Background: an optimization exercise with open tools, aiming at a short achievable clock period. Do not read the settings as production practice. In this exercise RTL edits were held to simulation tests only and were not proved equivalent to the original. The flow treats the clock pin as an ideal source, which a real chip does not have. Power and IR drop assume default switching activity.

$ cat flow/config.mk
export PLATFORM = sky130hd
export DESIGN_NAME = mem_stage
export DESIGN_NICKNAME = mem_stage
export VERILOG_FILES = /design/flow/design.v
export SDC_FILE = /design/flow/constraint.sdc
export NUM_CORES = 4
export LEC_CHECK = 0
export ABC_CLOCK_PERIOD_IN_PS = 2500
export CAP_MARGIN = 20
export CORE_MARGIN = 2
export CORE_UTILIZATION = 40
export SLEW_MARGIN = 20
$ cat flow/constraint.sdc
create_clock -name core_clock -period 6.0 [get_ports {clk}]
set_input_delay 1.2000 -clock core_clock [delete_from_list [all_inputs] [get_ports {clk}]]
set_output_delay 1.2000 -clock core_clock [all_outputs]
set_load 0.01 [all_outputs]
$ cat flow/design.v
module mem_stage #(
    parameter int DEPTH  = 256,
    parameter int ADDR_W = 8
) (
    input  logic        clk,
    input  logic        rst,
    input  logic [37:0] pipeline_reg_in,
    input  logic        stall,
    output logic [36:0] pipeline_reg_out,
    output logic [2:0]  mem_op_dest,
    output logic        mem_wb_en,
    output logic [15:0] store_count,
    output logic        mem_addr_err
);
    logic [15:0]       alu_result_s;
    logic              mem_write_en_s;
    logic [15:0]       mem_write_data_s;
    logic              wb_result_mux_s;
    logic [ADDR_W-1:0] addr_s;
    logic [15:0]       raw_read_s;
    logic [15:0]       load_data_s;
    logic              oob_s;
    logic              store_en_s;
    logic [15:0] mem_r [DEPTH];
    logic [36:0] out_r;
    logic [15:0] count_r;
    assign alu_result_s     = pipeline_reg_in[37:22];
    assign mem_write_en_s   = pipeline_reg_in[21];
    assign mem_write_data_s = pipeline_reg_in[20:5];
    assign wb_result_mux_s  = pipeline_reg_in[0];
    assign addr_s           = alu_result_s[ADDR_W-1:0];
    assign raw_read_s       = mem_r[addr_s];
    assign mem_op_dest = pipeline_reg_in[3:1];
    assign mem_wb_en   = pipeline_reg_in[4];
    always_comb begin
        oob_s       = 1'b0;
        load_data_s = raw_read_s;
        if (((alu_result_s >> ADDR_W) != 16'd0) && (mem_write_en_s || wb_result_mux_s) && !stall) begin
            oob_s       = 1'b1;
            load_data_s = 16'h0000;
        end else begin
            oob_s       = 1'b0;
            load_data_s = raw_read_s;
        end
        store_en_s = mem_write_en_s && !stall && !rst && !oob_s;
    end
    always_ff @(posedge clk) begin
        if (store_en_s) begin
            mem_r[addr_s] <= mem_write_data_s;
        end
    end
    always_ff @(posedge clk) begin
        if (rst) begin
            out_r   <= 37'd0;
            count_r <= 16'd0;
        end else if (!stall) begin
            out_r <= {load_data_s, alu_result_s, pipeline_reg_in[4:0]};
            if (store_en_s) begin
                count_r <= count_r + 16'd1;
            end
        end
    end
    logic err_r;
    always_ff @(posedge clk) begin
        if (rst) begin
            err_r <= 1'b0;
        end else if (oob_s) begin
            err_r <= 1'b1;
        end
    end
    assign mem_addr_err = err_r;
    assign pipeline_reg_out = out_r;
    assign store_count      = count_r;
endmodule
$ cat flow/flow/run.sh
#!/bin/bash
set -euo pipefail
M=${MARGIN:-3.3}
F="MATCH_CELL_FOOTPRINT=0"
H="POST_CTS_TCL=$PWD/flow/post_cts.tcl"
export EXTRA_MARGINS="2.9 3.1 3.3"
bash standard.sh synth > synth.log 2>&1
bash standard.sh $F SETUP_SLACK_MARGIN=0 floorplan > floorplan.log 2>&1
bash standard.sh $F SETUP_SLACK_MARGIN=0 place > place.log 2>&1
bash standard.sh $F "$H" SETUP_SLACK_MARGIN=$M TNS_END_PERCENT=5 cts > cts.log 2>&1
bash standard.sh $F SETUP_SLACK_MARGIN=$M TNS_END_PERCENT=5 route > route.log 2>&1
bash standard.sh $F SETUP_SLACK_MARGIN=$M finish > finish.log 2>&1
$ cat flow/flow/post_cts.tcl
# Extra setup repair after CTS (sourced by ORFS's cts.tcl through POST_CTS_TCL).
# The port buffers that buffer_ports inserts are delay-cell sized; give them a
# plain buffer first, then repair setup in rounds of rising margin so that each
# round works on the paths that are worst at that point.
foreach inst [get_cells -quiet {input* output*}] {
  set ref [get_property $inst ref_name]
  if {[string match "sky130_fd_sc_hd__clkdlybuf*" $ref] || [string match "sky130_fd_sc_hd__dlymetal*" $ref]
      || [string match "sky130_fd_sc_hd__dlygate*" $ref] || [string match "sky130_fd_sc_hd__buf_1" $ref]} {
    replace_cell $inst sky130_fd_sc_hd__buf_8
  }
}
estimate_parasitics -placement
report_worst_slack -max
foreach m $::env(EXTRA_MARGINS) {
  repair_timing -setup -setup_margin $m -repair_tns 100 -max_passes 200 -verbose
  report_worst_slack -max
}
set result [catch { detailed_placement } msg]
if { $result != 0 } {
  error "Detailed placement failed after extra repair: $msg"
}
check_placement -verbose
estimate_parasitics -placement
report_worst_slack -max
$ cat flow/standard.sh
#!/bin/bash
# synth_recipe.tcl (not shown) runs the flow's synth.tcl, then flattens the netlist and writes it again
# the make line also repeats each setting of config.mk as NAME=value (left out here)
make -C /OpenROAD-flow-scripts/flow DESIGN_CONFIG=/design/flow/config.mk WORK_HOME=/design/flow/orfs CLKGATE_MAP_FILE= SYNTH_SCRIPT=/design/flow/synth_recipe.tcl "${@:-finish}"
==> key figures, run 1 <==
Run status
  – Status: finished clean

Synth
  – Synth Area in XOR/XNOR: less than 1%
  – Post-Synth Simple-Gate Area: under 10%
  – Sequential area share after synthesis: between 70% and 80%
  – Mapped Cells: approximately 7.6k
  – Largest family of logic cells by synthesized area: multiplexers
  – Number of synthesized flops with an enable pin: between 4k and 5k
  – Post-synthesis compound-gate area fraction: under 10%
  – Number of synthesized register bits: a little over 4k
  – Yosys warnings: 1
  – Asr flop ratio synth: 0%
  – Avg Inst Size Synth: about 21 sq um
  – Main synth FF type: edfxtp_1
  – Netlist cell types: 54
  – Post-synthesis adder-cell area fraction: less than 1%
  – Post-synthesis mux area share: ~14%
  – Mapped Nets: 7,655
  – Post-Synthesis Cell Area: about 0.16 sq mm

Worst setup path
  – Crit path to: out_r[24]
  – Critical Path End Type: flip-flop
  – Crit path max fanout: 7
  – CP required: roughly 7 ns
  – Worst r2r src: mem_r[154][5]
  – Worst path slowest cell: mux4_2
  – CP Class: in2reg
  – Crit-path cells: buf_16, clkbuf_16, buf_4, mux4_2, mux4_2, nand2_2, nand4_1, nor4_2, buf_4, o22ai_1
  – CP Data Arrival Time: ~4.0 ns
  – Crit Reg-Reg Endpoint: out_r[26]
  – Startpoint types: input port
  – R2r setup slk: 3.14 ns
  – Critical path startpoint: pipeline_reg_in[22]
  – Worst stage delay on the critical path: between 0.5 and 0.6 ns
  – Worst R2R Path Depth: 7

Finish
  – Post-Layout Cell Count: 14.1k
  – Filler Cells Inserted: 32.1k
  – Register area: between 0.1 and 0.15 sq mm
  – Nets: around 8.5k
  – Most common cell after layout, fill and taps aside: edfxtp_1
  – Synthesis-to-layout area growth: 19.0%
  – Final non-filler cell area: roughly 0.19 sq mm
  – Area of the multi-input gates: between 0.03 and 0.04 sq mm
  – Most frequent cells in the layout: edfxtp_1, mux4_2, buf_4
  – Share of cells above drive strength 1: a little under a third

Detailed routing
  – Routed WL per cell: 32.6 um
  – Via density: 5.93
  – Drc violations: 0
  – DR vias: 83.5k
  – DRT antenna net count: 0
  – DRT Wirelength: 459,000 um
  – DR pass1 iterations: 8
  – Initial DRC count: between 10k and 15k

Clock network
  – Clock sink total: about 4.2k
  – Clk Latency, worst-skew pair: roughly 0.99 ns
  – Worst-path clk slew: roughly 0.060 ns
  – CTS tree: built

Die
  – # rows: approximately 230
  – Die Wd: about 630 um
  – Initial Util: approximately 40%
  – # IOs: between 90 and 100
  – Die area: approximately 0.40 sq mm
  – Core ar.: approximately 0.40 sq mm
  – Die Ht: ~630 um

Pwr
  – PwrDens: around 320 mW/mm^2
  – Pleak: about 60 nW
  – Max rail drop VDD: about 0.28 mV

Placed design
  – Area after DPL: approximately 0.17 sq mm
  – Port-buffer cells: between 90 and 100
  – Dpl ws: -0.102 ns
  – Dpl hpwl: 259,000 um
  – GPL Wtd Cong: between 0.8 and 0.9
  – Post-Place Cells: 13.0k

Timing
  – Max-slew violations: 0
  – Post-layout worst setup margin: ~2.8 ns
  – Worst-Margin Slew: approximately 1.2 ns
  – Rel. slew slack: 19.0%
  – Setup violators final: 0
  – Setup Skew: roughly 0.05 ns
  – Hold Vio Cnt, Final: 0
  – Max Freq: approximately 320 MHz
  – Fin crit share: around 53%
  – Setup TNS: 0 ns
  – Unrepaired setup endpoints after global routing: yes
  – Fin crit period: around 3.2 ns

Global route
  – Vias in the first global route: 80.3k
  – Gr usage total: between 20% and 30%
  – Grt ovf: 0
  – Largest net degree at the start of global routing: just under 200
  – Initial antenna violation count: 19
  – First-pass GRT wire length: 635,000 um

Worst hold path
  – Hold Crit Class: in2reg

Run
  – Max Cap Violations: 0
kinds of logic after synthesis:
kind of cell,after synthesis
fa+ha+maj,1
flops,4150
xor+xnor,12
compound gates,839
mux,1315
simple gates,815
buf+inv,481
critical path, delay by kind of cell:
kind            cells  cell delay (ns)
compound gates      1             0.07
buf+inv             4             0.67
mux                 2             1.04
simple gates        3             0.95
how the worst min path moves through the flow:
stage,end,cells past startpoint,from,slack (ns)
6_report,out_r[2],3,pipeline_reg_in[2],0.44
5_1_grt,out_r[16],3,pipeline_reg_in[33],0.44
2_1_floorplan,count_r[15],2,count_r[15],0.50
3_5_place_dp,out_r[10],2,out_r[10],0.48
3_3_place_gp,count_r[15],2,count_r[15],0.47
Yosys cell counts, types with 24 or more instances:
master	instances	area share [%]
nand4_1	32	0.13
nor4_1	81	0.32
o21ai_0	99	0.31
buf_1	40	0.095
buf_2	168	0.53
a22oi_1	109	0.52
mux2_2	62	0.44
nor3_1	49	0.15
dfxtp_1	54	0.68
and3_1	24	0.095
mux2i_1	499	3.1
nor2_1	308	0.73
a21oi_1	68	0.21
a221oi_1	31	0.17
buf_4	32	0.15
a31oi_1	111	0.44
o22ai_1	223	0.88
mux4_2	752	11
nand2_1	104	0.25
nand3_1	86	0.27
clkbuf_1	216	0.51
edfxtp_1	4096	77
a32oi_1	33	0.18
nor2b_1	100	0.39
a211oi_1	111	0.53
through the flow:
step                power [mW]  hold slack [ns]  util (%)
finish                    60.4            0.443      47.8
global route              61.9            0.436      47.8
detailed placement        35.3            0.484      42.7
global placement          35.3            0.473      42.7
floorplan                 33.8            0.502         -
per-layer routing:
metal | up-vias | track usage, % | routed length [um]
li1 | 33700 | - | -
met1 | 44700 | 31.7 | 183000
met2 | 4456 | 34.8 | 216000
met3 | 629 | 4.39 | 45800
met4 | 8 | 6.87 | 14500
met5 | - | 0 | 55
area by class of cell:
cell class,instances,share of cell area [%]
clock buffer,509,5.78
clock inverter,266,1.14
sequential,4150,65.7
inverter,6,0.0159
antenna,9,0.0119
timing repair buffer,903,5.50
multi-input combinational,2984,18.3
tap,5242,3.47
registers in the layout (all words and copies together) (netlist names):
signal and flops:
mem_r 4096, err_r 1, count_r 16, out_r 37
report_power, final:
group / internal, mW / leakage, nW / switching (mW)
combinational: 1.23 / 16.9 / 2.13
clock: 14.0 / 6.42 / 11.1
sequential: 31.8 / 37.3 / 0.0260
==> run 2, diff against run 1 <==
--- a/flow/design.v
+++ b/flow/design.v
@@ -21,15 +21,20 @@
     logic [15:0]       load_data_s;
     logic              oob_s;
     logic              store_en_s;
+    logic              fwd_s;
     logic [15:0] mem_r [DEPTH];
     logic [36:0] out_r;
     logic [15:0] count_r;
+    logic              wbuf_valid_r;
+    logic [ADDR_W-1:0] wbuf_addr_r;
+    logic [15:0]       wbuf_data_r;
     assign alu_result_s     = pipeline_reg_in[37:22];
     assign mem_write_en_s   = pipeline_reg_in[21];
     assign mem_write_data_s = pipeline_reg_in[20:5];
     assign wb_result_mux_s  = pipeline_reg_in[0];
     assign addr_s           = alu_result_s[ADDR_W-1:0];
-    assign raw_read_s       = mem_r[addr_s];
+    assign fwd_s            = wbuf_valid_r && (wbuf_addr_r == addr_s);
+    assign raw_read_s       = fwd_s ? wbuf_data_r : mem_r[addr_s];
     assign mem_op_dest = pipeline_reg_in[3:1];
     assign mem_wb_en   = pipeline_reg_in[4];
     always_comb begin
@@ -45,8 +50,11 @@
         store_en_s = mem_write_en_s && !stall && !rst && !oob_s;
     end
     always_ff @(posedge clk) begin
-        if (store_en_s) begin
-            mem_r[addr_s] <= mem_write_data_s;
+        wbuf_valid_r <= store_en_s;
+        wbuf_addr_r  <= addr_s;
+        wbuf_data_r  <= mem_write_data_s;
+        if (wbuf_valid_r) begin
+            mem_r[wbuf_addr_r] <= wbuf_data_r;
         end
     end
     always_ff @(posedge clk) begin
==> key figures, run 2 <==
Detailed routing
  – DRT Wirelength: roughly 530,000 um
  – Drc violations: 0
  – DR pass1 iterations: 6
  – Initial DRC count: 14.6k
  – DRT antenna net count: 0
  – DR vias: 87.9k
  – Routed WL per cell: ~37 um
  – Via density: between 6 and 7

Synth
  – Mapped Cells: between 7k and 8k
  – Yosys top cell by area: edfxtp_1
  – Asr flop ratio synth: 0%
  – Yosys warnings: 1
  – Post-Synthesis Cell Area: about 0.16 sq mm
  – Main synth FF type: edfxtp_1
  – Netlist cell types: just under 80
  – Sequential area share after synthesis: 77.5%
  – Avg Inst Size Synth: 21.2 sq um
  – Post-synth top cells: edfxtp_1, mux4_2, nor2_1, mux2i_1, nand2_1
  – Most common cell in the netlist: edfxtp_1
  – Share of the synthesized area in the top cell type: between 70 and 80%
  – Synth top area cells: edfxtp_1, mux4_2, mux2i_1
  – Number of synthesized register bits: about 4.2k
  – Number of synthesized flops with an enable pin: 4,096
  – Mapped Nets: about 7.6k

Clock network
  – Clock sink total: roughly 4.2k
  – Clk Latency, worst-skew pair: between 1 and 1.5 ns
  – CTS tree: built
  – Worst-path clk slew: roughly 0.07 ns

Timing
  – Fin crit share: a little over half
  – Setup violators final: 0
  – Fin crit period: 3.22 ns
  – Hold Vio Cnt, Final: 0
  – Max-slew violations: 0
  – Rel. slew slack: roughly 15%
  – Setup TNS: 0 ns
  – Unrepaired setup endpoints after global routing: yes
  – Worst-Margin Slew: 1.27 ns
  – Setup Skew: around 0.076 ns
  – Max Freq: roughly 310 MHz
  – Min Hold Slack: 0.302 ns

Die
  – # IOs: 99
  – Initial Util: around 40%
  – Die Wd: about 640 um
  – # rows: around 230
  – Core ar.: roughly 0.4 sq mm
  – Die Ht: approximately 640 um
  – Die area: 0.407 sq mm

Finish
  – Area of the multi-input gates: ~0.037 sq mm
  – Post-Layout Cell Count: about 14k
  – Largest register FFs: approximately 4k
  – Most common cell after layout, fill and taps aside: edfxtp_1
  – Nets: around 8.6k
  – Register area: ~0.12 sq mm
  – Share of cells above drive strength 1: 36.2%
  – Most frequent cells in the layout: edfxtp_1, mux4_2, buf_4
  – Filler Cells Inserted: 31.8k
  – Biggest regs: mem_r: 4096 flops, out_r: 37 flops
  – Largest Register: mem_r
  – Synthesis-to-layout area growth: 20.5%
  – Layout Utilization: 48.5%

Global route
  – First-pass GRT wire length: approximately 700,000 um
  – Gr usage total: 25.5%
  – Largest net degree at the start of global routing: 210
  – Initial antenna violation count: 28
  – Grt ovf: 0
  – Vias in the first global route: roughly 85k

Pwr
  – Net Switching: between 10 and 15 mW
  – Pleak: 61.3 nW
  – PwrDens: ~320 mW/mm^2
  – Total power draw: approximately 62 mW
  – Sw frac: roughly 22%
  – Max rail drop VDD: approximately 0.29 mV
  – Combinational share of power: 6.1%
  – Flop pwr share: 51.9%
  – Internal Power: 48.0 mW
  – Clock network power share: 42.1%

Worst hold path
  – Hold depth: 1
  – Hold Crit Class: in2reg

Worst setup path
  – Crit path max fanout: 43
  – CP Class: in2reg
  – Critical Path End Type: flip-flop
  – CP Data Arrival Time: about 4.2 ns
  – Startpoint types: input port
  – CP required: about 7 ns
  – Worst R2R Path Depth: 9

Run status
  – Status: finished clean

Placed design
  – Port-buffer cells: a little under 100
  – Post-Place Cells: ~13k
  – Dpl hpwl: about 320,000 um
  – GPL Wtd Cong: between 0.9 and 1

Run
  – Max Cap Violations: 0
run 2: cell count changes after synthesis, sizes merged, moves of 45 or more:
cell and change:
a31oi -81, clkbuf -64, nand2 +133, nor2b -61, o22ai -67, mux4 +173
nor2 +125, mux2i -214, a211oi -62, nor4 -45
run 2: final cells by class:
cell class,count,share of cell area [%]
flip-flops and latches,4175,64.4
multi-input cells,2936,19.1
repair buffers,990,6.00
clock buffers,532,5.83
well taps,5265,3.40
clock inverters,250,1.20
inverters,12,0.0665
diodes,12,0.0155
run 2: power groups by stage:
stage / Clock, mW / Sequential, mW / Combinational (mW)
finish: 26.1 / 32.2 / 3.75
global route: 27.4 / 32.1 / 3.82
detailed placement: 0 / 32.8 / 3.01
global placement: 0 / 32.8 / 2.97
floorplan: 0 / 33.0 / 1.47
run 2: worst paths after layout:
path | start | to | slack [ns]
setup / recovery | pipeline_reg_in[26] | out_r[30] | 2.78
hold / removal | pipeline_reg_in[19] | wbuf_data_r[14] | 0.30
setup reg to reg | wbuf_addr_r[5] | out_r[26] | 3.11
hold reg to reg | err_r | err_r | 0.49
run 2: through the flow:
stage	cell area, sq um	setup WS [ns]
detailed placement	171000	0.733
floorplan	161000	1.37
global route	194000	2.91
finish	194000	2.78
global placement	171000	0.148
run 2: metal layers:
layer  GRT usage (%)  up-vias  routed length, um
li1                -    33800                  -
met1            34.3    46900             195000
met2            38.7     5971             239000
met3            6.92     1209              65100
met4            12.1        8              31400
met5               0        -                 69
run 2: kinds of logic after synthesis:
| group | share of synthesized area [%] |
|---|---|
| flops | 77.5 |
| mux | 15.0 |
| simple gates | 2.78 |
| compound gates | 2.88 |
| buf+inv | 1.69 |
| xor+xnor | 0.109 |
| fa+ha+maj | 0.00778 |
run 2: worst max-delay path, stage by stage:
cell	delay (ns)
buf_16	0.14
buf_12	0.33
buf_4	0.17
nand2b_4	0.15
buf_6	0.20
nor2_1	0.07
or3_4	0.34
o21ai_4	0.26
nand4_1	0.59
nand3_1	0.25
a221o_1	0.17
==> run 3, diff against run 2 <==
==> flow/flow/run.sh (replaced) <==
#!/bin/bash
set -euo pipefail
M=${MARGIN:-3.3}
F="MATCH_CELL_FOOTPRINT=0"
export EXTRA_MARGINS="2.9 3.1 3.3"
export EXTRA_MARGINS_GRT="3.0 3.2 3.4"
bash standard.sh synth > synth.log 2>&1
bash standard.sh $F SETUP_SLACK_MARGIN=0 floorplan > floorplan.log 2>&1
bash standard.sh $F SETUP_SLACK_MARGIN=0 place > place.log 2>&1
bash standard.sh $F "POST_CTS_TCL=$PWD/flow/post_cts.tcl" SETUP_SLACK_MARGIN=$M TNS_END_PERCENT=5 cts > cts.log 2>&1
bash standard.sh $F "POST_GLOBAL_ROUTE_TCL=$PWD/flow/post_grt.tcl" SETUP_SLACK_MARGIN=$M TNS_END_PERCENT=5 route > route.log 2>&1
bash standard.sh $F SETUP_SLACK_MARGIN=$M finish > finish.log 2>&1
==> flow/flow/post_grt.tcl (new file) <==
# Extra setup repair after global routing (sourced by ORFS's global_route.tcl
# through POST_GLOBAL_ROUTE_TCL), on global-route parasitics and over every
# violating endpoint, in rounds of rising margin; then legalize and reroute the
# nets that changed.
estimate_parasitics -global_routing
report_worst_slack -max
foreach m $::env(EXTRA_MARGINS_GRT) {
  repair_timing -setup -setup_margin $m -repair_tns 100 -max_passes 200 -verbose
  report_worst_slack -max
}
global_route -start_incremental
detailed_placement
global_route -end_incremental
estimate_parasitics -global_routing
report_worst_slack -max
==> key figures, run 3 <==
Timing
  – Fin crit period: approximately 3.2 ns
  – Hold Vio Cnt, Final: 0
  – Setup TNS: 0 ns
  – Fin crit share: 53.1%
  – Max-slew violations: 0
  – Setup Skew: between 0.07 and 0.08 ns
  – Max Freq: between 300 and 400 MHz
  – Rel. slew slack: approximately 18%
  – Post-layout worst setup margin: ~2.8 ns
  – Setup violators final: 0
  – Worst-Margin Slew: 1.24 ns

Synth
  – Post-Synthesis Cell Area: 0.161 sq mm
  – Mapped Nets: around 7.6k
  – Number of synthesized register bits: 4,175
  – Asr flop ratio synth: 0%
  – Netlist cell types: roughly 80
  – Synth top area cells: edfxtp_1, mux4_2, mux2i_1
  – Mapped Cells: 7,571
  – Post-synth top cells: edfxtp_1, mux4_2, nor2_1, mux2i_1, nand2_1
  – Number of synthesized flops with an enable pin: 4,096
  – Avg Inst Size Synth: roughly 21 sq um
  – Main synth FF type: edfxtp_1
  – Yosys warnings: 1
  – Yosys top cell by area: edfxtp_1
  – Share of the synthesized area in the top cell type: 76.5%
  – Most common cell in the netlist: edfxtp_1
  – Sequential area share after synthesis: 77.5%

Global route
  – Gr usage total: around 26%
  – Largest net degree at the start of global routing: 210
  – Vias in the first global route: between 80k and 90k
  – Initial antenna violation count: 28
  – First-pass GRT wire length: about 720,000 um
  – Grt ovf: 0

Detailed routing
  – DR vias: just under 90k
  – DRT Wirelength: between 500,000 and 600,000 um
  – Initial DRC count: roughly 14k
  – DRT antenna net count: 0
  – DR pass1 iterations: 8
  – Routed WL per cell: around 37 um
  – Via density: approximately 6.2
  – Drc violations: 0

Clock network
  – CTS tree: built
  – Worst-path clk slew: roughly 0.060 ns
  – Clock sink total: 4,175
  – Clk Latency, worst-skew pair: between 1 and 1.5 ns

Worst setup path
  – CP Class: in2reg
  – Worst path slowest cell: a22oi_2
  – Most frequent CP cell: o211ai_1
  – Startpoint types: input port
  – Worst stage delay on the critical path: around 0.55 ns
  – CP Data Arrival Time: 4.09 ns
  – Crit-path cells: buf_16, buf_6, nand2_1, nor2_4, a22oi_2, o211ai_1, nor4_1, nand4_1, o211ai_1
  – CP required: 6.91 ns
  – Crit path max fanout: 43
  – Crit path buffers/inverters: 2
  – Crit path max-delay family: compound AO/OA/AOI/OAI gates
  – Critical Path End Type: flip-flop

Die
  – Die area: around 0.4 sq mm
  – Initial Util: 40.2%
  – # IOs: 99
  – Die Ht: between 600 and 700 um
  – # rows: around 230
  – Core ar.: 0.400 sq mm
  – Die Wd: around 640 um

Run status
  – Status: finished clean

Worst hold path
  – Hold Crit Class: in2reg

Run
  – Max Cap Violations: 0

Finish
  – Largest Register: mem_r
  – Most common cell after layout, fill and taps aside: edfxtp_1
  – Biggest regs: mem_r: 4096 flops, out_r: 37 flops
  – Synthesis-to-layout area growth: 21.1%
  – Most frequent cells in the layout: edfxtp_1, mux4_2, buf_4
  – Share of cells above drive strength 1: approximately 37%
  – Nets: ~8.6k
  – Largest register FFs: between 4k and 5k
  – Layout Utilization: between 40 and 50%
  – Filler Cells Inserted: between 30k and 40k

Pwr
  – Net Switching: about 14 mW
  – Flop pwr share: between 50% and 60%
  – Internal Power: 48.1 mW
  – Max rail drop VDD: about 0.29 mV
  – Combinational share of power: 6.1%
  – Pleak: between 60 and 70 nW
  – Total power draw: 62.0 mW
  – Clock network power share: 42.0%
  – PwrDens: roughly 320 mW/mm^2
  – Sw frac: 22.5%

Placed design
  – Dpl ws: 0.733 ns
  – Dpl hpwl: approximately 320,000 um
  – GPL Wtd Cong: roughly 0.95
  – Port-buffer cells: 98
run 3: cells by family (layout without fill, tap and decap cells):
logic type	Yosys count	after routing	synth area share (%)
simple gates	991	991	2.78
buf+inv	460	1835	1.69
mux	1249	1249	15.0
xor+xnor	20	20	0.109
fa+ha+maj	1	1	0.00778
compound gates	675	675	2.88
other cells	0	11	0
flops	4175	4175	77.5
run 3: final timing paths:
kind	from	to	slack [ns]	depth (start not counted)
worst max-delay path	pipeline_reg_in[26]	out_r[26]	2.82	9
worst min register to register	err_r	err_r	0.49	2
worst min-delay path	pipeline_reg_in[19]	wbuf_data_r[14]	0.30	1
worst max register to register	wbuf_addr_r[6]	out_r[26]	3.11	9
run 3: final cells by class:
| class | count | area (sq um) | share of cell area, % |
|---|---|---|---|
| antenna | 11 | 27.5 | 0.0141 |
| clock buffer | 532 | 11300 | 5.80 |
| clock inverter | 250 | 2320 | 1.19 |
| inverter | 12 | 129 | 0.0662 |
| multi-input combinational | 2936 | 37300 | 19.1 |
| sequential | 4175 | 125000 | 64.1 |
| tap | 5265 | 6590 | 3.38 |
| timing repair buffer | 1041 | 12200 | 6.27 |
run 3: layer usage:
layer	vias up	track usage, %	routed length [um]
met5	-	0	47
met1	47000	34.3	196000
met3	1238	6.92	64800
met4	6	12.1	30700
li1	33900	-	-
met2	5949	38.7	241000
run 3: power groups by stage:
stage	combinational, mW	clock [mW]	sequential (mW)
floorplan	1.47	0	33.0
global placement	2.97	0	32.8
detailed placement	3.01	0	32.8
finish	3.81	26.0	32.2
run 3: through the flow:
stage / instance area [sq um] / hold slack (ns) / instances
floorplan: 161000 / 0.503 / 7571
global placement: 171000 / 0.463 / 13000
detailed placement: 171000 / 0.480 / 13000
finish: 195000 / 0.304 / 14200
==> run 4, diff against run 3 <==
--- a/flow/design.v
+++ b/flow/design.v
@@ -17,13 +17,13 @@
     logic [15:0]       mem_write_data_s;
     logic              wb_result_mux_s;
     logic [ADDR_W-1:0] addr_s;
-    logic [15:0]       raw_read_s;
-    logic [15:0]       load_data_s;
+    logic [15:0]       half_s [2];
     logic              oob_s;
     logic              store_en_s;
     logic              fwd_s;
     logic [15:0] mem_r [DEPTH];
-    logic [36:0] out_r;
+    logic [20:0] out_r;      
+    logic [15:0] half_r [2];  
     logic [15:0] count_r;
     logic              wbuf_valid_r;
     logic [ADDR_W-1:0] wbuf_addr_r;
@@ -34,20 +34,20 @@
     assign wb_result_mux_s  = pipeline_reg_in[0];
     assign addr_s           = alu_result_s[ADDR_W-1:0];
     assign fwd_s            = wbuf_valid_r && (wbuf_addr_r == addr_s);
-    assign raw_read_s       = fwd_s ? wbuf_data_r : mem_r[addr_s];
     assign mem_op_dest = pipeline_reg_in[3:1];
     assign mem_wb_en   = pipeline_reg_in[4];
     always_comb begin
-        oob_s       = 1'b0;
-        load_data_s = raw_read_s;
-        if (((alu_result_s >> ADDR_W) != 16'd0) && (mem_write_en_s || wb_result_mux_s) && !stall) begin
-            oob_s       = 1'b1;
-            load_data_s = 16'h0000;
-        end else begin
-            oob_s       = 1'b0;
-            load_data_s = raw_read_s;
+        oob_s = 1'b0;
+        oob_s = ((alu_result_s >> ADDR_W) != 16'd0) && (mem_write_en_s || wb_result_mux_s) && !stall;
+        store_en_s = mem_write_en_s && !stall && !rst && !oob_s;
+    end
+    always_comb begin
+        for (int h = 0; h < 2; h++) begin
+            half_s[h] = 16'h0000;
+            if (!oob_s && addr_s[ADDR_W-1] == 1'(h)) begin
+                half_s[h] = fwd_s ? wbuf_data_r : mem_r[{1'(h), addr_s[ADDR_W-2:0]}];
+            end
         end
-        store_en_s = mem_write_en_s && !stall && !rst && !oob_s;
     end
     always_ff @(posedge clk) begin
         wbuf_valid_r <= store_en_s;
@@ -59,10 +59,14 @@
     end
     always_ff @(posedge clk) begin
         if (rst) begin
-            out_r   <= 37'd0;
-            count_r <= 16'd0;
+            half_r[0] <= 16'd0;
+            half_r[1] <= 16'd0;
+            out_r     <= 21'd0;
+            count_r   <= 16'd0;
         end else if (!stall) begin
-            out_r <= {load_data_s, alu_result_s, pipeline_reg_in[4:0]};
+            half_r[0] <= half_s[0];
+            half_r[1] <= half_s[1];
+            out_r     <= {alu_result_s, pipeline_reg_in[4:0]};
             if (store_en_s) begin
                 count_r <= count_r + 16'd1;
             end
@@ -77,6 +81,6 @@
         end
     end
     assign mem_addr_err = err_r;
-    assign pipeline_reg_out = out_r;
+    assign pipeline_reg_out = {half_r[0] | half_r[1], out_r};
     assign store_count      = count_r;
 endmodule
==> key figures, run 4 <==
Global route
  – M3 GR Usage: under 10%
  – Vias in the first global route: about 80k
  – Busiest grt layer: met2
  – Grt ovf: 0
  – Initial antenna violation count: 24
  – M2 GR Usage: between 30% and 40%
  – Gr usage total: 22.2%
  – GRT met1 Usage: 30.2%
  – Largest net degree at the start of global routing: 150
  – First-pass GRT wire length: between 600,000 and 700,000 um

Finish
  – Largest register FFs: a little over 4k
  – Nets: between 8k and 9k
  – Area of the multi-input gates: between 0.03 and 0.04 sq mm
  – Register area: around 0.13 sq mm
  – Share of cells above drive strength 1: 30.5%
  – Most frequent cells in the layout: edfxtp_1, mux4_2, mux2i_1
  – Largest Register: mem_r
  – Biggest regs: mem_r: 4096 flops, half_r: 32 flops, out_r: 21 flops
  – Filler Cells Inserted: ~32k
  – Most common cell after layout, fill and taps aside: edfxtp_1
  – Final non-filler cell area: 0.189 sq mm
  – Synthesis-to-layout area growth: 18.2%

Placed design
  – Dpl hpwl: between 200,000 and 300,000 um
  – Port-buffer cells: 98
  – GPL Wtd Cong: 0.894
  – Area after DPL: between 0.15 and 0.2 sq mm

Timing
  – Rel. slew slack: between 7 and 8%
  – Setup Skew: ~0.06 ns
  – Setup TNS: 0 ns
  – Max Freq: 330 MHz
  – Fin crit period: around 3.0 ns
  – Worst-Margin Slew: approximately 1.4 ns
  – Min Hold Slack: ~0.30 ns
  – Hold Vio Cnt, Final: 0
  – Max-slew violations: 0
  – Fin crit share: between 50% and 60%
  – Setup violators final: 0

Synth
  – Post-synthesis adder-cell area fraction: less than 1%
  – Number of synthesized flops with an enable pin: 4,096
  – Mapped Nets: 7,651
  – Post-Synthesis Cell Area: 0.160 sq mm
  – Mapped Cells: between 7k and 8k
  – Share of the synthesized area in the top cell type: between 70% and 80%
  – Most common cell in the netlist: edfxtp_1
  – Avg Inst Size Synth: 21.0 sq um
  – Main synth FF type: edfxtp_1
  – Post-Synth Simple-Gate Area: 1.62%
  – Post-synthesis mux area share: between 10% and 20%
  – Yosys top cell by area: edfxtp_1
  – Post-synthesis compound-gate area fraction: under 10%
  – Number of synthesized register bits: between 4k and 5k
  – Sequential area share after synthesis: around four fifths
  – Synth top area cells: edfxtp_1, mux4_2, mux2i_1
  – Netlist cell types: 39
  – Synth Area in XOR/XNOR: less than 1%
  – Largest family of logic cells by synthesized area: multiplexers
  – Asr flop ratio synth: 0%
  – Yosys warnings: 3
  – Post-synth top cells: edfxtp_1, mux4_2, mux2i_1, nor2_1, o22ai_1

Worst setup path
  – Critical path startpoint: half_r[0][11]
  – Crit path to: pipeline_reg_out[32]
  – CP Class: reg2out
  – Startpoint types: flip-flop
  – Crit Reg-Reg Endpoint: mem_r[119][4]
  – CP required: ~4.8 ns
  – R2r setup slk: around 3.4 ns
  – Worst R2R Path Depth: 4
  – Worst r2r src: wbuf_addr_r[6]
  – Critical Path End Type: output pin
  – CP Data Arrival Time: around 1.8 ns
  – Crit path max fanout: 2

Die
  – Initial Util: roughly two fifths
  – Core ar.: ~0.40 sq mm
  – # IOs: 99
  – Die area: approximately 0.40 sq mm
  – Die Ht: between 600 and 700 um
  – Die Wd: approximately 640 um
  – # rows: between 200 and 250

Clock network
  – Clock sink total: 4,191
  – Clk Latency, worst-skew pair: a little over 1 ns
  – CTS tree: built
  – Worst-path clk slew: about 0.06 ns

Pwr
  – PwrDens: about 320 mW/mm^2
  – Pleak: 60.4 nW
  – Max rail drop VDD: around 0.25 mV

Detailed routing
  – Drc violations: 0
  – DRT antenna net count: 0
  – DR vias: between 80k and 90k
  – Routed WL per cell: between 30 and 40 um
  – DR pass1 iterations: 6
  – DRT Wirelength: about 470,000 um
  – Via density: 5.95
  – Initial DRC count: around 13k

Run
  – Max Cap Violations: 0

Worst hold path
  – Hold path start: pipeline_reg_in[16]
  – Hold Crit Class: in2reg

Run status
  – Status: finished clean
run 4: cell count changes after synthesis, moves of 64 or more:
cell / before / now
a211oi_1: 49 / 128
o22ai_1: 156 / 256
a21oi_1: 92 / 166
a211o_1: 9 / 128
clkbuf_1: 152 / 216
nand2_1: 237 / 59
a22o_1: 5 / 128
mux4_2: 927 / 768
mux2i_1: 285 / 533
run 4: area by class of cell:
class | instances | share of cell area, %
Antenna cell | 12 | 0.0159
Clock buffer | 528 | 5.93
Clock inverter | 250 | 1.18
Inverter | 5 | 0.00993
Multi-Input combinational cell | 2938 | 18.6
Sequential cell | 4191 | 66.2
Tap cell | 5265 | 3.48
Timing Repair Buffer | 751 | 4.66
run 4: through the flow:
stage | total power, mW | util (%) | setup slack (ns) | instances
floorplan | 34.5 | - | 1.64 | 7609
global placement | 35.5 | 42.5 | 1.10 | 12900
detailed placement | 35.6 | 42.5 | 1.01 | 12900
finish | 61.2 | 47.4 | 2.97 | 13900
run 4: critical path: stages, from the launching register on:
cell and delay [ns]:
dfxtp_4 0.39, or2_4 0.31, buf_6 0.14
run 4: where the power goes:
| group | internal, mW | switching, mW | leakage, nW | total [mW] |
|---|---|---|---|---|
| Sequential | 32.1 | 0.122 | 37.6 | 32.2 |
| Clock | 14.6 | 11.1 | 6.57 | 25.8 |
| Combinational | 1.14 | 2.04 | 16.2 | 3.18 |
| Total | 47.9 | 13.3 | 60.4 | 61.2 |
run 4: cells by family (layout without fill, tap and decap cells):
kind of cell | Yosys count | in the layout
other | 0 | 12
multiplexers | 1301 | 1301
buffers and inverters | 484 | 1534
flip-flops | 4191 | 4191
adder cells (fa/ha/maj) | 1 | 1
AO/OA/AOI/OAI | 1003 | 1003
XOR/XNOR | 19 | 19
AND/OR/NAND/NOR | 610 | 614
run 4: worst min-delay path by stage:
stage                       to  cells after the start
2_1_floorplan    half_r[1][15]                      2
6_report       wbuf_data_r[11]                      1
3_5_place_dp             err_r                      2
3_3_place_gp             err_r                      2
run 4: routing by layer:
layer	wire [um]	vias up
met1	179000	44300
li1	-	33400
met3	41800	787
met4	22600	0
met2	224000	4548
met5	0	-
==> run 5, diff against run 4 <==
--- a/flow/config.mk
+++ b/flow/config.mk
@@ -8,5 +8,6 @@
 export ABC_CLOCK_PERIOD_IN_PS = 2500
 export CAP_MARGIN = 20
 export CORE_MARGIN = 2
-export CORE_UTILIZATION = 40
+export CORE_UTILIZATION = 60
+export PLACE_DENSITY = 0.75
 export SLEW_MARGIN = 20
==> key figures, run 5 <==
Worst setup path
  – Critical Path End Type: output pin
  – Startpoint types: flip-flop
  – Crit path buffers/inverters: 1
  – Worst stage delay on the critical path: just under 0.4 ns
  – CP Data Arrival Time: around 1.8 ns
  – R2r setup slk: ~3.3 ns
  – CP required: between 4 and 5 ns
  – Worst path slowest cell: dfxtp_4
  – CP Class: reg2out
  – Crit path max-delay family: flip-flops
  – Crit path max fanout: 3
  – Crit-path cells: or2_4, buf_8

Synth
  – Number of synthesized flops with an enable pin: roughly 4.1k
  – Asr flop ratio synth: 0%
  – Synth top area cells: edfxtp_1, mux4_2, mux2i_1
  – Post-synth top cells: edfxtp_1, mux4_2, mux2i_1, nor2_1, o22ai_1
  – Number of synthesized register bits: 4,191
  – Yosys top cell by area: edfxtp_1
  – Share of the synthesized area in the top cell type: slightly below 80%
  – Sequential area share after synthesis: between 70% and 80%
  – Mapped Cells: approximately 7.6k
  – Most common cell in the netlist: edfxtp_1
  – Mapped Nets: 7,651
  – Main synth FF type: edfxtp_1
  – Avg Inst Size Synth: approximately 21 sq um
  – Yosys warnings: 3
  – Netlist cell types: 39
  – Post-Synthesis Cell Area: between 0.15 and 0.2 sq mm

Timing
  – Worst-Margin Slew: roughly 1.4 ns
  – Max Freq: around 330 MHz
  – Fin crit share: between 50 and 60%
  – Setup TNS: 0 ns
  – Setup violators final: 0
  – Hold Vio Cnt, Final: 0
  – Fin crit period: 3.01 ns
  – Setup Skew: around 0.062 ns
  – Max-slew violations: 0
  – Rel. slew slack: about 7.7%
  – Min Hold Slack: ~0.33 ns

Global route
  – Largest net degree at the start of global routing: approximately 180
  – M3 GR Usage: ~7.4%
  – Initial antenna violation count: 17
  – Vias in the first global route: between 80k and 90k
  – First-pass GRT wire length: roughly 600,000 um
  – Busiest grt layer: met2
  – Grt ovf: 0
  – GRT met1 Usage: 42.9%
  – Gr usage total: around 31%
  – M2 GR Usage: 48.0%

Placed design
  – Post-Place Cells: around 11k
  – GPL Wtd Cong: approximately 0.90
  – Port-buffer cells: 98
  – Dpl hpwl: ~230,000 um

Finish
  – Synthesis-to-layout area growth: 16.0%
  – Largest Register: mem_r
  – Post-Layout Cell Count: 12.1k
  – Most common cell after layout, fill and taps aside: edfxtp_1
  – Largest register FFs: 4,096
  – Most frequent cells in the layout: edfxtp_1, mux4_2, mux2i_1
  – Biggest regs: mem_r: 4096 flops, half_r: 32 flops, out_r: 21 flops
  – Filler Cells Inserted: 15.0k
  – Share of cells above drive strength 1: ~29%
  – Nets: 8,250

Detailed routing
  – DR vias: roughly 85k
  – Via density: 6.99
  – DRT antenna net count: 0
  – DRT Wirelength: between 400,000 and 500,000 um
  – Drc violations: 0
  – Routed WL per cell: 36.5 um
  – Initial DRC count: 13.8k
  – DR pass1 iterations: 9

Pwr
  – Net Switching: roughly 13 mW
  – Clock network power share: between 40% and 50%
  – Max rail drop VDD: between 0.2 and 0.3 mV
  – Combinational share of power: roughly 5%
  – PwrDens: about 330 mW/mm^2
  – Internal Power: about 47 mW
  – Flop pwr share: ~53%
  – Sw frac: 21.6%
  – Pleak: between 50 and 60 nW

Die
  – Die area: between 0.2 and 0.3 sq mm
  – # IOs: just under 100
  – Core ar.: 0.265 sq mm
  – # rows: around 190
  – Initial Util: 60.3%
  – Die Wd: 520 um
  – Die Ht: roughly 520 um

Run status
  – Status: finished clean

Clock network
  – Clock sink total: ~4.2k
  – Worst-path clk slew: 0.06 ns
  – Clk Latency, worst-skew pair: 0.98 ns
  – CTS tree: built

Run
  – Max Cap Violations: 0

Worst hold path
  – Hold Crit Class: in2reg
## run 5: cell counts after synthesis
Identical to the previous run, type by type.
## run 5: final timing paths
path,from,end,cells past startpoint
worst max-delay path,half_r[0][8],pipeline_reg_out[29],2
worst min-delay path,pipeline_reg_in[6],wbuf_data_r[1],1
worst max register to register,wbuf_addr_r[7],mem_r[49][1],4
worst min register to register,wbuf_data_r[4],mem_r[186][4],0
## run 5: power groups by stage
| stage | combinational [mW] | clock [mW] | sequential (mW) |
|---|---|---|---|
| 2_1_floorplan | 1.38 | 0 | 33.1 |
| 3_3_place_gp | 2.46 | 0 | 32.9 |
| 3_5_place_dp | 2.51 | 0 | 32.9 |
| 6_report | 3.00 | 25.1 | 32.2 |
## run 5: per-layer routing
metal  wire, um  vias to the layer above
li1           -                    33100
met1     151000                    43700
met2     208000                     6569
met3      56900                     1096
met4      26100                       10
met5        256                        -
## run 5: logic make-up after synthesis
family / after synthesis / synth area share, %
buffers and inverters: 484 / 1.49
flip-flops: 4191 / 78.1
multiplexers: 1301 / 14.1
XOR/XNOR: 19 / 0.104
adder cells (fa/ha/maj): 1 / 0.00782
AND/OR/NAND/NOR: 610 / 1.62
AO/OA/AOI/OAI: 1003 / 4.54
## run 5: final cells by class
type	count	area [sq um]	share of cell area (%)
repair buffers	666	7960	4.29
well taps	3533	4420	2.38
multi-input cells	2939	34900	18.8
clock inverters	239	2370	1.28
clock buffers	512	10700	5.77
flip-flops and latches	4191	125000	67.4
inverters	5	18.8	0.0101
diodes	10	25.0	0.0135
## run 5: worst reg2reg max path, cell delays in order (launching register included)
cell     delay (ns)
dfxtp_2        0.47
nor2_1         0.61
nand3_2        0.63
nor2_1         0.39
buf_4          0.32
## run 5: per-stage QoR
stage	power [mW]	instance area (sq um)	utilization [%]	setup slack (ns)
after floorplan	34.5	160000	-	1.64
after global placement	35.3	167000	62.9	1.13
after detailed placement	35.4	167000	62.9	1.05
final	60.4	186000	70.0	2.99
==> run 6, diff against run 5 <==
--- a/flow/config.mk
+++ b/flow/config.mk
@@ -8,6 +8,6 @@
 export ABC_CLOCK_PERIOD_IN_PS = 2500
 export CAP_MARGIN = 20
 export CORE_MARGIN = 2
-export CORE_UTILIZATION = 60
-export PLACE_DENSITY = 0.75
+export CORE_UTILIZATION = 50
+export PLACE_DENSITY = 0.65
 export SLEW_MARGIN = 20
==> key figures, run 6 <==
Global route
  – GRT met1 Usage: a little under two fifths
  – First-pass GRT wire length: roughly 620,000 um
  – Largest net degree at the start of global routing: about 170
  – Grt ovf: 0
  – Vias in the first global route: approximately 80k
  – Busiest grt layer: met2
  – M3 GR Usage: approximately 5%
  – Gr usage total: 26.9%
  – M2 GR Usage: between 40% and 50%
  – Initial antenna violation count: 19

Die
  – # rows: around 210
  – Die Ht: around 570 um
  – Core ar.: 0.318 sq mm
  – Die Wd: ~570 um
  – Die area: between 0.3 and 0.4 sq mm
  – # IOs: a little under 100
  – Initial Util: between 50% and 60%

Worst setup path
  – CP Data Arrival Time: about 1.8 ns
  – Worst path slowest cell: dfxtp_4
  – Crit path max-delay family: flip-flops
  – CP Class: reg2out
  – Crit-path cells: or2_4, buf_6
  – Critical Path End Type: output pin
  – Crit path max fanout: 3
  – Startpoint types: flip-flop
  – R2r setup slk: 3.34 ns
  – CP required: about 4.8 ns
  – Crit path buffers/inverters: 1
  – Worst stage delay on the critical path: about 0.39 ns

Run
  – Max Cap Violations: 0

Detailed routing
  – Drc violations: 0
  – DRT Wirelength: 450,000 um
  – Routed WL per cell: ~35 um
  – Via density: about 6.5
  – Initial DRC count: approximately 13k
  – DR vias: about 83k
  – DR pass1 iterations: 7
  – DRT antenna net count: 0

Synth
  – Post-synth top cells: edfxtp_1, mux4_2, mux2i_1, nor2_1, o22ai_1
  – Synth Area in XOR/XNOR: less than 1%
  – Netlist cell types: 39
  – Number of synthesized flops with an enable pin: 4,096
  – Share of the synthesized area in the top cell type: 76.9%
  – Avg Inst Size Synth: ~21 sq um
  – Most common cell in the netlist: edfxtp_1
  – Sequential area share after synthesis: about four fifths
  – Largest family of logic cells by synthesized area: multiplexers
  – Post-synthesis adder-cell area fraction: 0.00782%
  – Mapped Nets: 7,651
  – Yosys warnings: 3
  – Post-Synth Simple-Gate Area: around 1.6%
  – Number of synthesized register bits: 4,191
  – Main synth FF type: edfxtp_1
  – Asr flop ratio synth: 0%
  – Post-synthesis mux area share: about 14%
  – Post-Synthesis Cell Area: between 0.15 and 0.2 sq mm
  – Post-synthesis compound-gate area fraction: ~4.5%
  – Yosys top cell by area: edfxtp_1
  – Mapped Cells: 7,609
  – Synth top area cells: edfxtp_1, mux4_2, mux2i_1

Timing
  – Max-slew violations: 0
  – Setup Skew: about 0.063 ns
  – Max Freq: 330 MHz
  – Hold Vio Cnt, Final: 0
  – Rel. slew slack: about a tenth
  – Setup TNS: 0 ns
  – Fin crit period: 3.03 ns
  – Fin crit share: roughly 51%
  – Worst-Margin Slew: between 1 and 1.5 ns
  – Min Hold Slack: 0.288 ns
  – Setup violators final: 0

Pwr
  – PwrDens: 327 mW/mm^2
  – Max rail drop VDD: 0.229 mV
  – Total power draw: ~60 mW
  – Pleak: 59.8 nW

Finish
  – Largest register FFs: ~4.1k
  – Most frequent cells in the layout: edfxtp_1, mux4_2, mux2i_1
  – Nets: approximately 8.3k
  – Most common cell after layout, fill and taps aside: edfxtp_1
  – Largest Register: mem_r
  – Share of cells above drive strength 1: between 20% and 30%
  – Biggest regs: mem_r: 4096 flops, half_r: 32 flops, out_r: 21 flops
  – Synthesis-to-layout area growth: 16.5%

Clock network
  – Clock sink total: around 4.2k
  – Worst-path clk slew: ~0.060 ns
  – CTS tree: built
  – Clk Latency, worst-skew pair: between 1 and 1.5 ns

Run status
  – Status: finished clean

Worst hold path
  – Hold Crit Class: in2reg

Placed design
  – Port-buffer cells: about 100
  – GPL Wtd Cong: 0.890
  – Dpl hpwl: about 250,000 um
## run 6: cell counts after synthesis
Identical to the previous run, type by type.
## run 6: logic make-up (layout without fill, tap and decap cells)
group | after synthesis | in the layout
xor gates and xnor gates | 19 | 19
DFF | 4191 | 4191
other | 0 | 11
muxes | 1301 | 1301
buffers and inverters | 484 | 1476
and+or+nand+nor | 610 | 615
adders and majority gates | 1 | 1
AOI/OAI and AO/OA | 1003 | 1003
## run 6: worst register-to-register path, cell delays in order, from the launching register on
cell     delay, ns
dfxtp_2       0.56
inv_1         0.19
nor3b_4       0.27
buf_12        0.15
nand2_4       0.17
buf_4         0.35
nor2_1        0.35
buf_6         0.29
## run 6: path summary, 6_finish.rpt
check	startpoint	to	cells after the start
worst min-delay path	pipeline_reg_in[13]	wbuf_data_r[8]	1
worst max-delay path	half_r[0][13]	pipeline_reg_out[34]	2
worst min register to register	half_r[1][14]	half_r[1][14]	2
worst max register to register	wbuf_addr_r[3]	mem_r[250][14]	7
## run 6: final cells by class
type / instances / area [sq um]
well taps: 4180 / 5230
diodes: 11 / 27.5
clock buffers: 537 / 11300
repair buffers: 679 / 7940
flip-flops and latches: 4191 / 125000
multi-input cells: 2939 / 34500
clock inverters: 255 / 2180
inverters: 5 / 18.8
fillers: 22600 / 132000
## run 6: report_power, final
group / switching (mW) / internal [mW] / leakage (nW) / total (mW)
combinational: 1.94 / 1.08 / 15.6 / 3.02
clock: 11.1 / 14.5 / 6.57 / 25.6
sequential: 0.116 / 32.1 / 37.6 / 32.2
total: 13.2 / 47.7 / 59.8 / 60.9
## run 6: metal layers
layer | share of wire [%] | routed length, um | up-vias
li1 | - | - | 33200
met3 | 11 | 47600 | 815
met2 | 47 | 211000 | 5174
met1 | 38 | 171000 | 44100
met5 | 0.0047 | 21 | -
met4 | 4.4 | 19900 | 4
## run 6: per-stage QoR
| step | utilization (%) | std cells | setup WS, ns | instance area [sq um] |
|---|---|---|---|---|
| after floorplan | - | 7609 | 1.64 | 160000 |
| after global placement | 52.8 | 11800 | 0.910 | 168000 |
| after detailed placement | 52.8 | 11800 | 0.891 | 168000 |
| final | 58.6 | 12800 | 2.97 | 186000 |
==> run 7, diff against run 6 <==
--- a/flow/design.v
+++ b/flow/design.v
@@ -24,6 +24,8 @@
     logic [15:0] mem_r [DEPTH];
     logic [20:0] out_r;      
     logic [15:0] half_r [2];  
+    logic [15:0] load_data_r;
+    assign load_data_r = half_r[0] | half_r[1];
     logic [15:0] count_r;
     logic              wbuf_valid_r;
     logic [ADDR_W-1:0] wbuf_addr_r;
@@ -63,7 +65,10 @@
             half_r[1] <= 16'd0;
             out_r     <= 21'd0;
             count_r   <= 16'd0;
-        end else if (!stall) begin
+        end else if (stall) begin
+            half_r[0] <= load_data_r;
+            half_r[1] <= 16'd0;
+        end else begin
             half_r[0] <= half_s[0];
             half_r[1] <= half_s[1];
             out_r     <= {alu_result_s, pipeline_reg_in[4:0]};
@@ -81,6 +86,6 @@
         end
     end
     assign mem_addr_err = err_r;
-    assign pipeline_reg_out = {half_r[0] | half_r[1], out_r};
+    assign pipeline_reg_out = {load_data_r, out_r};
     assign store_count      = count_r;
 endmodule
==> key figures, run 7 <==
Timing
  – Post-layout worst setup margin: roughly 3 ns
  – Fin crit period: between 2 and 3 ns
  – Fin crit share: between 40% and 50%
  – Max-slew violations: 0
  – Rel. slew slack: a little over a fifth
  – Setup TNS: 0 ns
  – Setup Skew: around 0.063 ns
  – Hold Vio Cnt, Final: 0
  – Worst-Margin Slew: around 1.2 ns
  – Max Freq: 334 MHz
  – Min Hold Slack: roughly 0.33 ns
  – Setup violators final: 0

Detailed routing
  – DR vias: ~80k
  – Initial DRC count: 11.6k
  – Routed WL per cell: 35.1 um
  – DR pass1 iterations: 6
  – Drc violations: 0
  – Via density: 6.42
  – DRT Wirelength: about 440,000 um
  – DRT antenna net count: 0

Worst setup path
  – Crit path max fanout: 2
  – Critical Path End Type: output pin
  – Crit-path cells: or2_4, clkbuf_2
  – Worst path slowest cell: dfxtp_4
  – Crit path max-delay family: flip-flops
  – CP Class: reg2out
  – Crit path buffers/inverters: 1
  – Startpoint types: flip-flop
  – Worst stage delay on the critical path: 0.39 ns
  – CP Data Arrival Time: ~1.8 ns
  – CP required: 4.80 ns

Pwr
  – Internal Power: just under 50 mW
  – PwrDens: around 320 mW/mm^2
  – Max rail drop VDD: 0.254 mV
  – Total power draw: between 60 and 70 mW
  – Clock network power share: ~42%
  – Sw frac: a little over a fifth
  – Flop pwr share: 52.7%
  – Combinational share of power: 5.1%
  – Net Switching: 13.2 mW
  – Pleak: about 60 nW

Run status
  – Status: finished clean

Placed design
  – GPL Wtd Cong: ~0.90
  – Dpl ws: approximately 0.65 ns
  – Dpl hpwl: roughly 250,000 um
  – Port-buffer cells: slightly below 100
  – Post-Place Cells: between 10k and 15k

Synth
  – Post-Synth Simple-Gate Area: under 10%
  – Post-synthesis adder-cell area fraction: less than 1%
  – Synth top area cells: edfxtp_1, mux4_2, mux2i_1
  – Number of synthesized flops with an enable pin: 4,096
  – Post-Synthesis Cell Area: ~0.16 sq mm
  – Mapped Nets: ~7.3k
  – Yosys top cell by area: edfxtp_1
  – Number of synthesized register bits: approximately 4.2k
  – Most common cell in the netlist: edfxtp_1
  – Sequential area share after synthesis: approximately four fifths
  – Post-synth top cells: edfxtp_1, mux4_2, nor2_1, mux2i_1, a22oi_1
  – Main synth FF type: edfxtp_1
  – Mapped Cells: around 7.3k
  – Avg Inst Size Synth: between 20 and 25 sq um
  – Post-synthesis mux area share: around 16%
  – Post-synthesis compound-gate area fraction: ~2.6%
  – Yosys warnings: 3
  – Synth Area in XOR/XNOR: 0.121%
  – Share of the synthesized area in the top cell type: 77.0%
  – Asr flop ratio synth: 0%
  – Largest family of logic cells by synthesized area: multiplexers
  – Netlist cell types: 47

Worst hold path
  – Hold Crit Class: in2reg

Clock network
  – Clk Latency, worst-skew pair: between 0.9 and 1 ns
  – Clock sink total: roughly 4.2k
  – Worst-path clk slew: around 0.070 ns
  – CTS tree: built

Finish
  – Share of cells above drive strength 1: around 34%
  – Nets: slightly above 8k
  – Most common cell after layout, fill and taps aside: edfxtp_1
  – Synthesis-to-layout area growth: 18.0%
  – Most frequent cells in the layout: edfxtp_1, mux4_2, buf_4
  – Largest Register: mem_r
  – Post-Layout Cell Count: around 13k
  – Largest register FFs: just over 4k
  – Biggest regs: mem_r: 4096 flops, half_r: 32 flops, out_r: 21 flops

Run
  – Max Cap Violations: 0

Die
  – # IOs: 99
  – # rows: about 210
  – Die Ht: between 500 and 600 um
  – Die area: around 0.32 sq mm
  – Initial Util: between 50% and 60%
  – Die Wd: about 570 um
  – Core ar.: 0.318 sq mm

Global route
  – First-pass GRT wire length: 604,000 um
  – Grt ovf: 0
  – Gr usage total: a little over a quarter
  – Largest net degree at the start of global routing: between 150 and 200
  – Vias in the first global route: around 79k
  – Initial antenna violation count: 20
[run 7: kinds of logic (layout without fill, tap and decap cells)]
| family | count (synthesis) | in the layout |
|---|---|---|
| xor+xnor | 22 | 22 |
| other cells | 0 | 8 |
| fa+ha+maj | 1 | 1 |
| compound gates | 590 | 590 |
| simple gates | 719 | 725 |
| flops | 4191 | 4191 |
| buf+inv | 440 | 1552 |
| mux | 1300 | 1300 |
[run 7: final timing paths]
kind	to	slack, ns	startpoint	cells after the start
setup / recovery	pipeline_reg_out[36]	3.01	half_r[1][15]	2
setup reg to reg	mem_r[111][0]	3.38	wbuf_addr_r[2]	6
hold / removal	wbuf_data_r[7]	0.33	pipeline_reg_in[12]	1
hold reg to reg	err_r	0.50	err_r	2
[run 7: layout make-up]
class	count	area, sq um
Tap cell	4180	5230
Timing Repair Buffer	771	9040
Fill cell	22100	129000
Sequential cell	4191	125000
Clock buffer	512	10900
Clock inverter	264	2600
Antenna cell	8	20.0
Inverter	5	18.8
Multi-Input combinational cell	2638	35600
[run 7: metal layers]
metal	part of all wire (%)	global-route usage (%)	up-vias
li1	-	-	32200
met1	38	37.5	43100
met3	10	5.38	713
met5	0.0061	0	-
met4	4.2	10.3	4
met2	48	40.7	4655
[run 7: through the flow]
| step | util [%] | area, sq um |
|---|---|---|
| floorplan | - | 160000 |
| global placement | 52.7 | 168000 |
| detailed placement | 52.8 | 168000 |
| finish | 59.3 | 189000 |
[run 7: power groups by stage]
stage	clock, mW	combinational, mW	sequential, mW
3_5_place_dp	0	2.61	32.9
3_3_place_gp	0	2.57	32.9
2_1_floorplan	0	1.40	33.1
6_report	25.8	3.15	32.3
==> run 8, diff against run 7 <==
--- a/flow/config.mk
+++ b/flow/config.mk
@@ -8,6 +8,5 @@
 export ABC_CLOCK_PERIOD_IN_PS = 2500
 export CAP_MARGIN = 20
 export CORE_MARGIN = 2
-export CORE_UTILIZATION = 50
-export PLACE_DENSITY = 0.65
+export CORE_UTILIZATION = 40
 export SLEW_MARGIN = 20
==> key figures, run 8 <==
Run status
  – Status: finished clean

Detailed routing
  – Routed WL per cell: ~33 um
  – Initial DRC count: approximately 11k
  – Drc violations: 0
  – DRT Wirelength: 443,000 um
  – Via density: about 5.9
  – DRT antenna net count: 0
  – DR vias: ~80k
  – DR pass1 iterations: 8

Synth
  – Netlist cell types: 47
  – Yosys top cell by area: edfxtp_1
  – Avg Inst Size Synth: 22.0 sq um
  – Synth top area cells: edfxtp_1, mux4_2, mux2i_1
  – Asr flop ratio synth: 0%
  – Post-Synthesis Cell Area: 0.160 sq mm
  – Mapped Nets: approximately 7.3k
  – Post-synth top cells: edfxtp_1, mux4_2, nor2_1, mux2i_1, a22oi_1
  – Main synth FF type: edfxtp_1
  – Number of synthesized flops with an enable pin: between 4k and 5k
  – Number of synthesized register bits: roughly 4.2k
  – Yosys warnings: 3
  – Most common cell in the netlist: edfxtp_1
  – Mapped Cells: ~7.3k
  – Share of the synthesized area in the top cell type: between 70% and 80%
  – Sequential area share after synthesis: between 70% and 80%

Pwr
  – Total power draw: about 60 mW
  – Clock network power share: a little over two fifths
  – Pleak: about 59 nW
  – Internal Power: 48.3 mW
  – Combinational share of power: 5.0%
  – Sw frac: between 20% and 30%
  – Net Switching: approximately 13 mW
  – Flop pwr share: between 50% and 60%
  – Max rail drop VDD: 0.292 mV
  – PwrDens: around 330 mW/mm^2

Finish
  – Most frequent cells in the layout: edfxtp_1, mux4_2, clkbuf_16
  – Biggest regs: mem_r: 4096 flops, half_r: 32 flops, out_r: 21 flops
  – Most common cell after layout, fill and taps aside: edfxtp_1
  – Nets: roughly 8.0k
  – Largest Register: mem_r
  – Final non-filler cell area: roughly 0.19 sq mm
  – Share of cells above drive strength 1: 33.1%
  – Synthesis-to-layout area growth: 17.9%
  – Largest register FFs: approximately 4.1k
  – Layout Utilization: between 40 and 50%

Die
  – Die area: 0.405 sq mm
  – Core ar.: roughly 0.4 sq mm
  – # rows: between 200 and 250
  – Die Ht: between 600 and 700 um
  – # IOs: just under 100
  – Die Wd: 636 um
  – Initial Util: between 40% and 50%

Global route
  – First-pass GRT wire length: between 600,000 and 700,000 um
  – Initial antenna violation count: 21
  – Vias in the first global route: 78.6k
  – Gr usage total: a little over a fifth
  – Grt ovf: 0
  – Largest net degree at the start of global routing: between 200 and 250

Clock network
  – CTS tree: built
  – Clk Latency, worst-skew pair: around 0.99 ns
  – Clock sink total: 4,191
  – Worst-path clk slew: 0.06 ns

Worst setup path
  – Startpoint types: flip-flop
  – Worst path slowest cell: dfxtp_4
  – Crit-path cells: or2_4, buf_6
  – Worst stage delay on the critical path: roughly 0.38 ns
  – Critical Path End Type: output pin
  – CP Class: reg2out
  – CP required: roughly 4.8 ns
  – Crit path max fanout: 2
  – CP Data Arrival Time: 1.85 ns

Timing
  – Worst-Margin Slew: around 1.3 ns
  – Setup Skew: ~0.10 ns
  – Post-layout worst setup margin: a little under 3 ns
  – Max Freq: 328 MHz
  – Setup TNS: 0 ns
  – Fin crit period: about 3 ns
  – Max-slew violations: 0
  – Setup violators final: 0
  – Hold Vio Cnt, Final: 0
  – Rel. slew slack: between 10% and 20%
  – Fin crit share: about half

Placed design
  – Dpl hpwl: ~250,000 um
  – GPL Wtd Cong: between 0.9 and 1
  – Dpl ws: about 1.2 ns
  – Port-buffer cells: about 100
  – Area after DPL: between 0.15 and 0.2 sq mm

Run
  – Max Cap Violations: 0

Worst hold path
  – Hold Crit Class: in2reg
run 8: cell counts after synthesis:
Identical to the previous run, type by type.
run 8: kinds of logic after synthesis:
logic type               Yosys count  synth area share (%)
AO/OA/AOI/OAI                    590                  2.58
XOR/XNOR                          22                 0.121
adder cells (fa/ha/maj)            1               0.00783
buffers and inverters            440                  1.29
flip-flops                      4191                  78.2
multiplexers                    1300                  15.8
AND/OR/NAND/NOR                  719                  2.00
run 8: worst paths after layout:
| check | start | to | slack [ns] | cells past startpoint |
|---|---|---|---|---|
| worst max register to register | wbuf_data_r[15] | half_r[1][15] | 3.32 | 3 |
| worst max-delay path | half_r[1][13] | pipeline_reg_out[34] | 2.95 | 2 |
| worst min register to register | out_r[7] | out_r[7] | 0.51 | 2 |
| worst min-delay path | pipeline_reg_in[5] | wbuf_data_r[0] | 0.33 | 1 |
run 8: through the flow:
| stage | hold slack [ns] | std cells |
|---|---|---|
| global placement | 0.449 | 12600 |
| finish | 0.334 | 13600 |
| detailed placement | 0.467 | 12600 |
| floorplan | 0.503 | 7263 |
run 8: power groups by stage:
stage / Clock, mW / Sequential [mW] / Combinational, mW
floorplan: 0 / 33.1 / 1.40
global placement: 0 / 32.9 / 2.64
detailed placement: 0 / 32.9 / 2.68
finish: 26.1 / 32.3 / 3.04
run 8: layout make-up:
| cell class | count | area (sq um) |
|---|---|---|
| Tap cell | 5265 | 6590 |
| Clock inverter | 225 | 2190 |
| Sequential cell | 4191 | 125000 |
| Inverter | 5 | 22.5 |
| Timing Repair Buffer | 703 | 7890 |
| Fill cell | 32100 | 210000 |
| Antenna cell | 11 | 27.5 |
| Multi-Input combinational cell | 2635 | 35100 |
| Clock buffer | 554 | 11500 |
run 8: routing by layer:
metal / routed length, um / global-route usage [%]
met2: 209000 / 33.8
met4: 17800 / 7.51
met1: 175000 / 29.8
met5: 112 / 0
met3: 40800 / 3.75
run 8: critical path: cells and delay by family, from the launching register on:
| kind | cells | cell delay (ns) |
|---|---|---|
| buf+inv | 1 | 0.15 |
| simple gates | 1 | 0.33 |
| flops | 1 | 0.38 |

## separate check: timing with driven ports
Ports are ideal in the flow. The routed layouts listed here were re-timed in OpenROAD. Step 1 (the two cells are an assumption about what drives the block):
set clk [get_ports {clk}]
set_driving_cell -lib_cell sky130_fd_sc_hd__clkbuf_16 $clk
set_driving_cell -lib_cell sky130_fd_sc_hd__buf_2 [delete_from_list [all_inputs] $clk]
Step 2, shift: input delay + t, output delay - t, t = (earliest + latest rising clock arrival at the registers) / 2. This alone moves slack from input paths to output paths. Three values: no drivers, after step 1, after step 2; two values: the first two.
run	shift t [ns]	slack for setup (ns)	pins driven straight from the clock port
run 1	1.086	2.839 / 2.371 / 1.285	1
run 2	1.107	2.784 / 2.627 / 1.520	1
run 3	1.107	2.815 / 2.625 / 1.517	1
run 4	1.084	2.967 / 2.858 / 1.864	1
run 5	1.045	2.987 / 2.887 / 1.859	1
run 6	1.068	2.966 / 2.877 / 1.854	1
run 7	1.050	3.006 / 2.807 / 1.756	1
run 8	1.039	2.953 / 2.755 / 1.716	1
After both steps setup and hold are still met in every run listed. For run 1, which loses most, drivers alone change the setup slack by -0.468 ns; drivers and shift together by -1.554 ns.
